This is an optimization exercise on Yosys and OpenROAD, whose aim is small area, a short achievable clock period and few clock cycles per item, not a production implementation. The RTL was checked by simulation tests, not by an equivalence proof against the original design.

`run.sh`:
```
#!/bin/bash
# synth_recipe.tcl (not shown) runs the flow's synth.tcl, then flattens the netlist and writes it again
# the make line also repeats each setting of config.mk as NAME=value (left out here)
make -C /OpenROAD-flow-scripts/flow DESIGN_CONFIG=/design/flow/config.mk WORK_HOME=/design/flow/orfs CLKGATE_MAP_FILE= SYNTH_SCRIPT=/design/flow/synth_recipe.tcl finish
```
`config.mk`:
```
export PLATFORM = sky130hd
export DESIGN_NAME = fft_dit_top
export DESIGN_NICKNAME = fft_dit_top
export VERILOG_FILES = /design/flow/design.v
export SDC_FILE = /design/flow/constraint.sdc
export NUM_CORES = 4
export LEC_CHECK = 0
export ABC_CLOCK_PERIOD_IN_PS = 6000
export CAP_MARGIN = 20
export CORE_MARGIN = 2
export CORE_UTILIZATION = 40
export SETUP_SLACK_MARGIN = 3
export SLEW_MARGIN = 20
```
`constraint.sdc`:
```
create_clock -name core_clock -period 9.0 [get_ports {clk}]
set_input_delay 1.8000 -clock core_clock [delete_from_list [all_inputs] [get_ports {clk}]]
set_output_delay 1.8000 -clock core_clock [all_outputs]
set_load 0.01 [all_outputs]
```
`design.v`:
```
`timescale 1ns/1ps
module twiddle_mul (
   input  logic [2:0]  n,
   input  logic [15:0] b,
   output logic [8:0]  p_re,
   output logic [8:0]  p_im
);
   logic signed [8:0]  u, v;
   logic signed [9:0]  su, df;
   logic signed [15:0] pr, pi;
   always_comb begin
      if (n[2]) begin
         u = {b[15], b[15:8]};
         v = -({b[7], b[7:0]});
      end else begin
         u = {b[7], b[7:0]};
         v = {b[15], b[15:8]};
      end
      su = u + v;
      df = v - u;
      case (n[1:0])
         2'd0: begin
            pr = u <<< 6;
            pi = v <<< 6;
         end
         2'd1: begin
            pr = (u <<< 6) - (u <<< 2) - u + (v <<< 4) + (v <<< 3);
            pi = (v <<< 6) - (v <<< 2) - v - (u <<< 4) - (u <<< 3);
         end
         2'd2: begin
            pr = (su <<< 5) + (su <<< 3) + (su <<< 2) + su;
            pi = (df <<< 5) + (df <<< 3) + (df <<< 2) + df;
         end
         default: begin
            pr = (v <<< 6) - (v <<< 2) - v + (u <<< 4) + (u <<< 3);
            pi = (v <<< 4) + (v <<< 3) - (u <<< 6) + (u <<< 2) + u;
         end
      endcase
   end
   assign p_re = pr[14:6];
   assign p_im = pi[14:6];
endmodule
`timescale 1ns/1ps
module bf_w0 (
   input  logic [15:0] a,
   input  logic [15:0] b,
   output logic [15:0] s,
   output logic [15:0] d
);
   logic [8:0] sr, si, dr, di;
   assign sr = {a[7],  a[7:0]}  + {b[7],  b[7:0]};
   assign si = {a[15], a[15:8]} + {b[15], b[15:8]};
   assign dr = {a[7],  a[7:0]}  - {b[7],  b[7:0]};
   assign di = {a[15], a[15:8]} - {b[15], b[15:8]};
   assign s  = {si[8:1], sr[8:1]};
   assign d  = {di[8:1], dr[8:1]};
endmodule
module bf_w4 (
   input  logic [15:0] a,
   input  logic [15:0] b,
   output logic [15:0] s,
   output logic [15:0] d
);
   logic [8:0] sr, si, dr, di;
   assign sr = {a[7],  a[7:0]}  + {b[15], b[15:8]};
   assign si = {a[15], a[15:8]} - {b[7],  b[7:0]};
   assign dr = {a[7],  a[7:0]}  - {b[15], b[15:8]};
   assign di = {a[15], a[15:8]} + {b[7],  b[7:0]};
   assign s  = {si[8:1], sr[8:1]};
   assign d  = {di[8:1], dr[8:1]};
endmodule
module bf_w2 #(parameter bit ROT = 1'b0) (
   input  logic [15:0] a,
   input  logic [15:0] b,
   output logic [15:0] s,
   output logic [15:0] d
);
   logic signed [8:0]  u, v;
   logic signed [9:0]  su, df;
   logic signed [15:0] pr, pi;
   logic [8:0] sr, si, dr, di;
   always_comb begin
      if (ROT) begin
         u = {b[15], b[15:8]};
         v = -({b[7], b[7:0]});
      end else begin
         u = {b[7], b[7:0]};
         v = {b[15], b[15:8]};
      end
   end
   assign su = u + v;
   assign df = v - u;
   assign pr = (su <<< 5) + (su <<< 3) + (su <<< 2) + su;
   assign pi = (df <<< 5) + (df <<< 3) + (df <<< 2) + df;
   assign sr = {a[7],  a[7:0]}  + pr[14:6];
   assign si = {a[15], a[15:8]} + pi[14:6];
   assign dr = {a[7],  a[7:0]}  - pr[14:6];
   assign di = {a[15], a[15:8]} - pi[14:6];
   assign s  = {si[8:1], sr[8:1]};
   assign d  = {di[8:1], dr[8:1]};
endmodule
`timescale 1ns/1ps
module fft_dit_top (
   input  logic        clk,
   input  logic        rst_n,
   input  logic [15:0] in_x,
   input  logic        in_nd,
   output logic [15:0] out_x,
   output logic        out_nd,
   output logic        overflow
);
   logic [15:0] x_q;
   logic        v;           
   logic [3:0]  cnt;         
   always_ff @(posedge clk) x_q <= in_x;
   always_ff @(posedge clk or negedge rst_n) begin
      if (!rst_n) begin
         v   <= 1'b0;
         cnt <= '0;
      end else begin
         v <= in_nd;
         if (v) cnt <= cnt + 4'd1;
      end
   end
   logic [15:0] d8 [8];
   logic [15:0] d4 [4];
   logic [15:0] c1s, c1d;
   bf_w0 u_bf0 (.a(d8[7]), .b(x_q), .s(c1s), .d(c1d));
   always_ff @(posedge clk) begin
      if (v) begin
         d8[0] <= cnt[3] ? c1d : x_q;
         for (int n = 1; n < 8; n++) d8[n] <= d8[n-1];
         d4[0] <= c1s;
         for (int n = 1; n < 4; n++) d4[n] <= d4[n-1];
      end
   end
   logic [15:0] g_in [4];
   bf_w0 u_bf1a (.a(d4[3]), .b(c1s), .s(g_in[0]), .d(g_in[2]));
   bf_w4 u_bf1b (.a(d8[3]), .b(c1d), .s(g_in[1]), .d(g_in[3]));
   logic [15:0] y_q [4];
   logic        yv;
   logic [1:0]  yj;
   always_ff @(posedge clk) begin
      for (int k = 0; k < 4; k++) y_q[k] <= g_in[k];
      yj <= cnt[1:0];
   end
   always_ff @(posedge clk or negedge rst_n) begin
      if (!rst_n) yv <= 1'b0;
      else        yv <= v & cnt[3] & cnt[2];
   end
   logic [15:0] q0 [4];
   logic [15:0] q1 [4];
   logic [15:0] e0 [4];
   logic [15:0] e1 [4];
   logic [15:0] s2s [4];
   logic [15:0] s2d [4];
   bf_w0          u_bf2g0 (.a(q1[0]), .b(y_q[0]), .s(s2s[0]), .d(s2d[0]));
   bf_w2 #(1'b0)  u_bf2g1 (.a(q1[1]), .b(y_q[1]), .s(s2s[1]), .d(s2d[1]));
   bf_w4          u_bf2g2 (.a(q1[2]), .b(y_q[2]), .s(s2s[2]), .d(s2d[2]));
   bf_w2 #(1'b1)  u_bf2g3 (.a(q1[3]), .b(y_q[3]), .s(s2s[3]), .d(s2d[3]));
   always_ff @(posedge clk) begin
      for (int k = 0; k < 4; k++) begin
         if (yv) begin
            q0[k] <= yj[1] ? s2s[k] : y_q[k];
            q1[k] <= q0[k];
         end
         if (yv & yj[1]) begin
            e0[k] <= s2d[k];
            e1[k] <= e0[k];
         end
      end
   end
   logic        st;          
   logic        pc_act;
   logic [3:0]  pc_m;
   logic [3:0]  m_cur;
   logic        pv;
   logic [15:0] sa, sb;
   logic [8:0]  tp_re, tp_im;
   logic [15:0] a_q;
   logic [8:0]  p_re_q, p_im_q;
   logic        neg_q;
   logic        last_q;
   logic        ov;
   logic        ol;
   assign st    = yv & (yj == 2'd3);
   assign pv    = st | pc_act;
   assign m_cur = st ? 4'd0 : pc_m;
   always_comb begin
      if (m_cur[2]) begin
         sa = e1[m_cur[1:0]];
         sb = e0[m_cur[1:0]];
      end else begin
         sa = q1[m_cur[1:0]];
         sb = q0[m_cur[1:0]];
      end
   end
   twiddle_mul u_tw (.n(m_cur[2:0]), .b(sb), .p_re(tp_re), .p_im(tp_im));
   always_ff @(posedge clk) begin
      if (st) begin
         a_q    <= q0[0];
         p_re_q <= {s2s[0][7], s2s[0][7:0]};
         p_im_q <= {s2s[0][15], s2s[0][15:8]};
      end else begin
         a_q    <= sa;
         p_re_q <= tp_re;
         p_im_q <= tp_im;
      end
      neg_q  <= m_cur[3];
      last_q <= &m_cur;
   end
   always_ff @(posedge clk or negedge rst_n) begin
      if (!rst_n) begin
         pc_act <= 1'b0;
         pc_m   <= '0;
         ov     <= 1'b0;
      end else begin
         ov <= pv;
         if (st) begin
            pc_act <= 1'b1;
            pc_m   <= 4'd1;
         end else if (pc_act) begin
            pc_m <= pc_m + 4'd1;
            if (&pc_m) pc_act <= 1'b0;
         end
      end
   end
   logic [8:0] o_re, o_im;
   assign o_re = neg_q ? ({a_q[7],  a_q[7:0]}  - p_re_q) : ({a_q[7],  a_q[7:0]}  + p_re_q);
   assign o_im = neg_q ? ({a_q[15], a_q[15:8]} - p_im_q) : ({a_q[15], a_q[15:8]} + p_im_q);
   always_ff @(posedge clk) begin
      out_x <= {o_im[8:1], o_re[8:1]};
      ol    <= last_q;
   end
   always_ff @(posedge clk or negedge rst_n) begin
      if (!rst_n) out_nd <= 1'b0;
      else        out_nd <= ov;
   end
   logic [1:0] ost;
   logic       f_in, f_out;
   assign f_in  = v & (cnt == 4'd0);
   assign f_out = out_nd & ol;
   always_ff @(posedge clk or negedge rst_n) begin
      if (!rst_n) begin
         ost      <= '0;
         overflow <= 1'b0;
      end else begin
         ost <= ost + {1'b0, f_in} - {1'b0, f_out};
         if (f_in && ost == 2'd2 && !f_out) overflow <= 1'b1;
      end
   end
endmodule
```
==> flow_summary.yaml, run 1 <==
outcome:
  status: "timing/DRC/antenna clean"
timing:
  tightest_slew_ns: 1.20
  finClkSkew_ns: 0.0465
  rsz0062_at_grt: "yes"
  period_share_pct: 75.1
  fmax_mhz: 148
  hold_viol_final: 0
  relSlewSlack_pct: 19.5
  finalMaxSlewViolations: 0
  setup-violations-final: 0
  setup_tns_ns: 0
  min_period_ns: 6.75
place:
  portBuffers: 36
  dp_hpwl_mm: 81.8
  place_congestion: 0.919
global_routing:
  grt_max_degree: 88
  grtUsageTotal_pct: 20.9
  grt_pass1_vias: 27000
  antenna_found_initial: 1
  grt_pass1_wl_mm: 164
  gr-total-overflow: 0
final_layout:
  final-seq-area_um2: 16600
  drive_gt1_share_pct: 18.2
  fill_cells: 8939
  antenna_cells: 0
  areaGrowthSynthToFinish_pct: 19.6
  nets: 4544
  multi_input_area_um2: 23700
synth:
  synth-async-reset-ratio_pct: 2.67
  ys_types: 94
  synth-edff-count: 448
  seq_area_frac_synth_pct: 41.1
  syn_area_um2: 40300
  netlist_instances: 3703
  ys_ff_latch: 599
  syn_nets: 4344
  synth_top_cell_area_share_pct: 33.4
  syn_avg_cell_area_um2: 10.9
  ys.flop_type: "edfxtp_1"
  yosysWarnings: 21
  synth_area_leaders: "edfxtp_1, ha_1, fa_1, dfxtp_1, xnor2_1"
  yosysTopAreaCell: "edfxtp_1"
cts:
  tritoncts: "done"
  clockBufferDepth: 3
  htree_levels: 3
  clk_latency_ns: 0.64
  clkTransAtPathRegs_ns: 0.06
  cts_sinks: 599
  cts_buffers: 70
  cts_root_buf: "clkbuf_16"
  hold_buffers: 0
worst_setup_path:
  critPathCaptureType: "flop"
  cp.arrival_ns: 7.22
  startpoint: "pc_m[1]$_DFFE_PN0P_"
  r2r-start: "pc_m[1]$_DFFE_PN0P_"
  cp_max_fo: 5
  start_kind: "flop"
  worstSetupPathType: "flop to flop"
  slowest_delay_ns: 0.55
  required_ns: 9.46
  cp_slowest_cell: "or4_1"
die:
  rows: 116
  die_h_um: 321
  ios: 37
  die_w_um: 321
  core_area_um2: 100000
  die_area_um2: 103000
  start_util_pct: 40.3
route:
  first_pass_iters: 5
  drt_iter0_drc: 1946
  dr_total_vias: 27500
  routed_wl_mm: 110
  drc: 0
  vias_per_cell: 5.24
  post_drt_wl_per_cell_um: 20.8
  drtAntennaViolNets: 0
worst_hold_path:
  hp-class: "flop to flop"
  hold_start: "ov$_DFF_PN0_"
run:
  max_cap_violations: 0
-- kinds of logic after synthesis --
| family | Yosys count | share of synthesized area [%] |
|---|---|---|
| xor+xnor | 345 | 7.55 |
| buf+inv | 584 | 5.58 |
| fa+ha+maj | 622 | 22.5 |
| mux | 102 | 3.21 |
| compound gates | 773 | 12.3 |
| simple gates | 678 | 7.73 |
| flops | 599 | 41.1 |
-- metrics by stage --
step                setup slack (ns)  area (um^2)  utilization [%]  std cells  hold WS [ns]
floorplan                       2.05        40900                -       3703         0.310
global placement                1.34        42700             42.7       4968         0.338
detailed placement              1.08        42700             42.7       4968         0.338
CTS                             2.43        46500             46.5       5182         0.339
global route                    2.03        48200             48.2       5258         0.357
finish                          2.25        48200             48.2       5258         0.343
-- repair_timing --
action | CTS | global route
gates cloned | 4 | 0
resized for setup | 153 | 209
setup endpoints to repair | 36 | 40
pin swaps | 57 | 151
buffers inserted | 81 | 76
-- synthesized netlist by cell type, types with 62 or more instances --
cell type,number
fa_1,172
a21oi_1,286
clkbuf_1,62
dfxtp_1,135
edfxtp_1,448
o21bai_1,101
nand2_1,122
inv_1,479
xor2_1,81
ha_1,450
nor3_1,65
o21ai_0,132
xnor2_1,262
nor2_1,305
-- final timing paths --
| path | cells after the start | slack (ns) | endpoint |
|---|---|---|---|
| setup / recovery | 35 | 2.25 | p_im_q[5]$_DFF_P_ |
| hold / removal | 0 | 0.34 | out_nd$_DFF_PN0_ |
| setup reg to reg | 35 | 2.25 | p_im_q[5]$_DFF_P_ |
| hold reg to reg | 0 | 0.34 | out_nd$_DFF_PN0_ |
| max in group asynchronous | 2 | 7.05 | v$_DFF_PN0_ |
| min in group asynchronous | 2 | 1.56 | pc_m[0]$_DFFE_PN0P_ |
-- critical path, delay by kind of cell (launching register included) --
kind	cells	cell delay, ns
AOI/OAI and AO/OA	12	1.85
xor gates and xnor gates	2	0.42
adders and majority gates	4	1.24
buffers and inverters	10	1.10
DFF	1	0.52
muxes	1	0.16
and+or+nand+nor	6	1.25
-- registers in the layout, indices dropped and copies added (netlist names), 64 cells and up --
name and flops:
q1 64, y_q 64, e0 64, q0 64
e1 64, d8 128, d4 64
-- per-layer routing --
metal | global-route usage (%) | wire length, um
met5 | 0 | 0
met4 | 6.81 | 3970
met3 | 2.56 | 5460
met2 | 35.7 | 52800
met1 | 27.6 | 47200
-- final cells by class --
cell class	count	area share, %
clock buffers	100	4.14
clock inverters	29	0.824
inverters	481	3.81
multi-input cells	2523	49.1
flip-flops and latches	599	34.5
well taps	1298	3.37
repair buffers	228	4.27
-- placed cells by master (no fill, tap or decap), drive strengths merged, types with 39 or more instances in the layout --
master,count
dfxtp,135
o21bai,102
edfxtp,448
nand3,39
clkbuf,100
xor2,81
o21ai,133
xnor2,263
nor2,307
a21oi,287
ha,450
nand2b,43
nor3,65
fa,172
inv,483
buf,191
nand2,122
mux2i,48
Testbench counts, summed over its fixed seeds: cycles 6,656, frames 384.
==> inputs of run 2 (changes only) <==
--- a/config.mk
+++ b/config.mk
@@ -5,9 +5,7 @@
 export SDC_FILE = /design/flow/constraint.sdc
 export NUM_CORES = 4
 export LEC_CHECK = 0
-export ABC_CLOCK_PERIOD_IN_PS = 6000
 export CAP_MARGIN = 20
 export CORE_MARGIN = 2
 export CORE_UTILIZATION = 40
-export SETUP_SLACK_MARGIN = 3
 export SLEW_MARGIN = 20
==> flow_summary.yaml, run 2 <==
synth:
  synth-async-reset-ratio_pct: 2.67
  ys.flop_type: "edfxtp_1"
  syn_avg_cell_area_um2: 10.9
  synth-edff-count: 448
  syn_area_um2: 40300
  yosysTopAreaCell: "edfxtp_1"
  synth_most_common_cell: "inv_1"
  seq_area_frac_synth_pct: 41.1
  ys_types: 94
  synth_top_cell_area_share_pct: 33.4
  syn_nets: 4344
  yosysWarnings: 21
  netlist_instances: 3703
  yosys-top-cells-count: "inv_1, ha_1, edfxtp_1"
  ys_ff_latch: 599
  synth_area_leaders: "edfxtp_1, ha_1, fa_1, dfxtp_1, xnor2_1"
cts:
  clkTransAtPathRegs_ns: 0.06
  clk_latency_ns: 0.63
  hold_buffers: 0
  htree_levels: 3
  clockBufferDepth: 3
  cts_buffers: 68
  cts_sinks: 599
  tritoncts: "done"
  cts_setup_buffers: 0
  cts_root_buf: "clkbuf_16"
  cts-resized-gates: 0
worst_setup_path:
  start_kind: "flop"
  required_ns: 9.51
  cp_max_fo: 31
  slowest_delay_ns: 0.73
  cp_slowest_cell: "a2111oi_0"
  worstSetupPathType: "flop to flop"
  cp.arrival_ns: 8.62
  critPathCaptureType: "flop"
die:
  core_area_um2: 100000
  ios: 37
  die_area_um2: 103000
  rows: 116
  die_w_um: 321
  start_util_pct: 40.3
  die_h_um: 321
timing:
  tightest_slew_ns: 0.945
  rsz0062_at_grt: "no"
  min_period_ns: 8.11
  setup-violations-final: 0
  fmax_mhz: 123
  period_share_pct: 90.1
  holdWs_ns: 0.328
  relSlewSlack_pct: 35.4
  finClkSkew_ns: 0.0247
  hold_viol_final: 0
  setup_tns_ns: 0
  finalMaxSlewViolations: 0
final_layout:
  drive_gt1_share_pct: 6.76
  nets: 4402
  antenna_cells: 0
  largest_reg_flops: 128
  layout.cells.most_common: "inv_1"
  max_flop_register: "d8"
  final_cell_mix: "inv_1, ha_1, edfxtp_1, nor2_1, a21oi_1"
  post-route-cell-area_um2: 44600
  areaGrowthSynthToFinish_pct: 10.8
place:
  placed_area_um2: 42300
  place_congestion: 0.917
  portBuffers: 36
  dp_hpwl_mm: 82.6
route:
  vias_per_cell: 5.22
  drt_iter0_drc: 2130
  routed_wl_mm: 104
  post_drt_wl_per_cell_um: 20.4
  dr_total_vias: 26700
  first_pass_iters: 5
  drc: 0
  drtAntennaViolNets: 0
global_routing:
  grt_pass1_wl_mm: 159
  grtUsageTotal_pct: 20.3
  gr-total-overflow: 0
  grt_pass1_vias: 26900
  antenna_found_initial: 6
  grt_max_degree: 78
outcome:
  status: "timing/DRC/antenna clean"
worst_hold_path:
  hp-class: "flop to flop"
run:
  max_cap_violations: 0
==> run 2: metrics by stage <==
stage	cells	setup slack (ns)	utilization (%)
6_report	5114	0.888	44.6
5_1_grt	5114	0.473	44.6
4_1_cts	5114	0.958	44.6
3_5_place_dp	4989	1.01	42.3
3_3_place_gp	4989	1.35	42.3
2_1_floorplan	3703	0.155	-
==> run 2: logic make-up after synthesis <==
logic type | after synthesis | synth area share [%]
fa+ha+maj | 622 | 22.5
mux | 102 | 3.21
buf+inv | 584 | 5.58
flops | 599 | 41.1
xor+xnor | 345 | 7.55
simple gates | 678 | 7.73
compound gates | 773 | 12.3
==> run 2: final timing paths <==
path                                         to           start  depth (start not counted)  slack [ns]
setup / recovery              p_re_q[8]$_DFF_P_    yv$_DFF_PN0_                         28        0.89
hold / removal                       ol$_DFF_P_  last_q$_DFF_P_                          0        0.33
setup reg to reg              p_re_q[8]$_DFF_P_    yv$_DFF_PN0_                         28        0.89
hold reg to reg                      ol$_DFF_P_  last_q$_DFF_P_                          0        0.33
max in group asynchronous   pc_m[1]$_DFFE_PN0P_           rst_n                          2        7.12
min in group asynchronous  overflow$_DFFE_PN0P_           rst_n                          2        1.56
==> run 2: critical path, delay by kind of cell, from the launching register on <==
family,cells,cell delay (ns)
mux,1,0.10
buf+inv,4,0.55
xor+xnor,1,0.19
simple gates,6,1.53
compound gates,11,2.83
flops,1,0.71
fa+ha+maj,5,2.07
==> run 2: layout make-up <==
cell class	instances	area [um^2]
clock buffer	91	1920
clock inverter	34	423
fill	9304	55400
inverter	481	1810
multi-input combinational	2520	21500
sequential	599	16600
tap	1298	1620
timing repair buffer	91	773
==> run 2: routing by layer <==
layer  track usage (%)  share of wire (%)  vias up
met4              8.01                4.3        2
met5                 0              0.012        -
met1              26.6                 44    12900
met2              33.8                 47      710
li1                  -                  -    12900
met3              3.15                5.0      191
==> inputs of run 3 (changes only) <==
--- a/config.mk
+++ b/config.mk
@@ -5,7 +5,9 @@
 export SDC_FILE = /design/flow/constraint.sdc
 export NUM_CORES = 4
 export LEC_CHECK = 0
+export ABC_CLOCK_PERIOD_IN_PS = 4000
 export CAP_MARGIN = 20
 export CORE_MARGIN = 2
 export CORE_UTILIZATION = 40
+export SETUP_SLACK_MARGIN = 5
 export SLEW_MARGIN = 20
==> flow_summary.yaml, run 3 <==
outcome:
  status: "timing/DRC/antenna clean"
die:
  rows: 116
  die_w_um: 321
  die_h_um: 321
  die_area_um2: 103000
  start_util_pct: 40.3
  core_area_um2: 100000
  ios: 37
synth:
  synth_most_common_cell: "inv_1"
  ys_types: 94
  synth-async-reset-ratio_pct: 2.67
  synth_top_family_by_area: "adder cells"
  syn_avg_cell_area_um2: 10.9
  ys_ff_latch: 599
  syn_nets: 4344
  synth-simple-area-share_pct: 7.73
  netlist_instances: 3703
  yosys-top-cells-count: "inv_1, ha_1, edfxtp_1"
  ys.flop_type: "edfxtp_1"
  synth-edff-count: 448
  synth-adder-area-share_pct: 22.5
  yosysWarnings: 21
  yosys.area_share.xor_xnor_pct: 7.55
  syn_area_um2: 40300
  yosysTopAreaCell: "edfxtp_1"
  synthMuxAreaShare_pct: 3.21
  synth_top_cell_area_share_pct: 33.4
  seq_area_frac_synth_pct: 41.1
  synth_area_leaders: "edfxtp_1, ha_1, fa_1, dfxtp_1, xnor2_1"
  synth_compound_area_share_pct: 12.3
final_layout:
  post-route-cell-area_um2: 51100
  final_cell_mix: "edfxtp_1, inv_1, ha_1, nor2_1"
  max_flop_register: "d8"
  final-seq-area_um2: 16600
  multi_input_area_um2: 25400
  nets: 4672
  layout.cells.most_common: "edfxtp_1"
  drive_gt1_share_pct: 26.6
  fill_cells: 8604
  largest_reg_flops: 128
  areaGrowthSynthToFinish_pct: 26.8
timing:
  setup-violations-final: 0
  relSlewSlack_pct: 23.7
  finalMaxSlewViolations: 0
  holdWs_ns: 0.328
  rsz0062_at_grt: "yes"
  period_share_pct: 73.3
  finClkSkew_ns: 0.0334
  tightest_slew_ns: 1.12
  hold_viol_final: 0
  setup_ws_ns: 2.40
  setup_tns_ns: 0
  min_period_ns: 6.60
  fmax_mhz: 152
worst_setup_path:
  slowest_delay_ns: 0.59
  worstSetupPathType: "flop to flop"
  cp.arrival_ns: 7.16
  cp_slowest_cell: "dfrtp_4"
  cp_common_cell: "ha_4"
  required_ns: 9.56
  critPathCaptureType: "flop"
  cp_max_fo: 7
  r2r_cells: 31
  start_kind: "flop"
global_routing:
  grt_pass1_wl_mm: 168
  grt_max_degree: 86
  grtUsageTotal_pct: 21.4
  gr-total-overflow: 0
  antenna_found_initial: 2
  grt_pass1_vias: 28500
route:
  post_drt_wl_per_cell_um: 21.0
  routed_wl_mm: 113
  drc: 0
  first_pass_iters: 5
  drtAntennaViolNets: 0
  dr_total_vias: 28200
  vias_per_cell: 5.24
  drt_iter0_drc: 1894
worst_hold_path:
  hold_depth: 0
  hp-class: "flop to flop"
place:
  place_congestion: 0.911
  dp_hpwl_mm: 82.8
  portBuffers: 36
  placed_area_um2: 43000
  place_ws_ns: 1.07
cts:
  cts_sinks: 599
  cts_buffers: 61
  clkTransAtPathRegs_ns: 0.06
  clockBufferDepth: 3
  htree_levels: 2
  tritoncts: "done"
  clk_latency_ns: 0.64
  hold_buffers: 0
  cts_root_buf: "clkbuf_16"
run:
  max_cap_violations: 0
## run 3: cell count changes in the layout (fill, tap and decap cells not counted), moves of 54 or more
cell / change
buf_6: +93
inv_1: -63
buf_4: +164
nor2_1: -54
a21oi_1: -67
xnor2_1: -59
ha_1: -92
ha_4: +76
## run 3: metrics by stage
step                      instances  util [%]
after floorplan                3703         -
final                          5383      51.1
after detailed placement       4966      43.0
after global placement         4966      43.0
after global routing           5382      51.1
after CTS                      5293      49.2
## run 3: cell families after synthesis
| family | Yosys count |
|---|---|
| muxes | 102 |
| DFF | 599 |
| xor gates and xnor gates | 345 |
| AOI/OAI and AO/OA | 773 |
| and+or+nand+nor | 678 |
| adders and majority gates | 622 |
| buffers and inverters | 584 |
## run 3: critical path, delay by kind of cell (launching register included)
family | cells | cell delay (ns)
AO/OA/AOI/OAI | 11 | 2.51
XOR/XNOR | 2 | 0.33
adder cells (fa/ha/maj) | 5 | 1.67
buffers and inverters | 6 | 0.54
flip-flops | 1 | 0.59
multiplexers | 2 | 0.28
AND/OR/NAND/NOR | 5 | 0.56
## run 3: worst paths after layout
path / endpoint / slack, ns / start
setup / recovery: p_re_q[8]$_DFF_P_ / 2.40 / pc_m[1]$_DFFE_PN0P_
hold / removal: ol$_DFF_P_ / 0.33 / last_q$_DFF_P_
setup reg to reg: p_re_q[8]$_DFF_P_ / 2.40 / pc_m[1]$_DFFE_PN0P_
hold reg to reg: ol$_DFF_P_ / 0.33 / last_q$_DFF_P_
max in group asynchronous: v$_DFF_PN0_ / 6.65 / rst_n
min in group asynchronous: pc_m[3]$_DFFE_PN0P_ / 1.68 / rst_n
## run 3: cell type report
class,count,area share (%)
well taps,1298,3.18
flip-flops and latches,599,32.5
multi-input cells,2524,49.7
clock buffers,72,3.15
repair buffers,364,6.63
diodes,1,0.00490
inverters,481,3.64
clock inverters,44,1.12
## run 3: metal layers
layer  vias up  GRT usage, %  part of all wire [%]
li1      13400             -                     -
met1     13800          26.8                    41
met2       743          36.9                    48
met3       230          2.35                   4.5
met4         0          9.95                   5.6
met5         -             0                     0
## run 3: timing repair
| item | in CTS | in global routing |
|---|---|---|
| buffers inserted | 206 | 88 |
| cloned | 5 | 1 |
| endpoints found under the setup margin | 82 | 82 |
| pin swaps | 229 | 226 |
| resized for setup | 446 | 244 |

## port drivers added, routing unchanged
Ports are ideal in the flow. The routed layouts listed here were re-timed in OpenROAD. Step 1 assumes that a clkbuf_16 drives the clock port and a buf_2 every other input. Step 2, shift: input delay + t, output delay - t, t = (earliest + latest rising clock arrival at the registers) / 2. This alone moves slack from input paths to output paths. a / b / c = no drivers / after step 1 / after step 2; a / b = the first two.
| run | t (ns) | slack for setup (ns) | worst hold slack (ns) |
|---|---|---|---|
| run 1 | 0.685 | 2.245 / 2.245 / 2.245 | 0.343 / 0.343 / 0.343 |
| run 2 | 0.688 | 0.888 / 0.888 / 0.888 | 0.328 / 0.328 / 0.328 |
| run 3 | 0.692 | 2.404 / 2.404 / 2.404 | 0.328 / 0.328 / 0.328 |
After both steps every run listed still meets setup and hold.
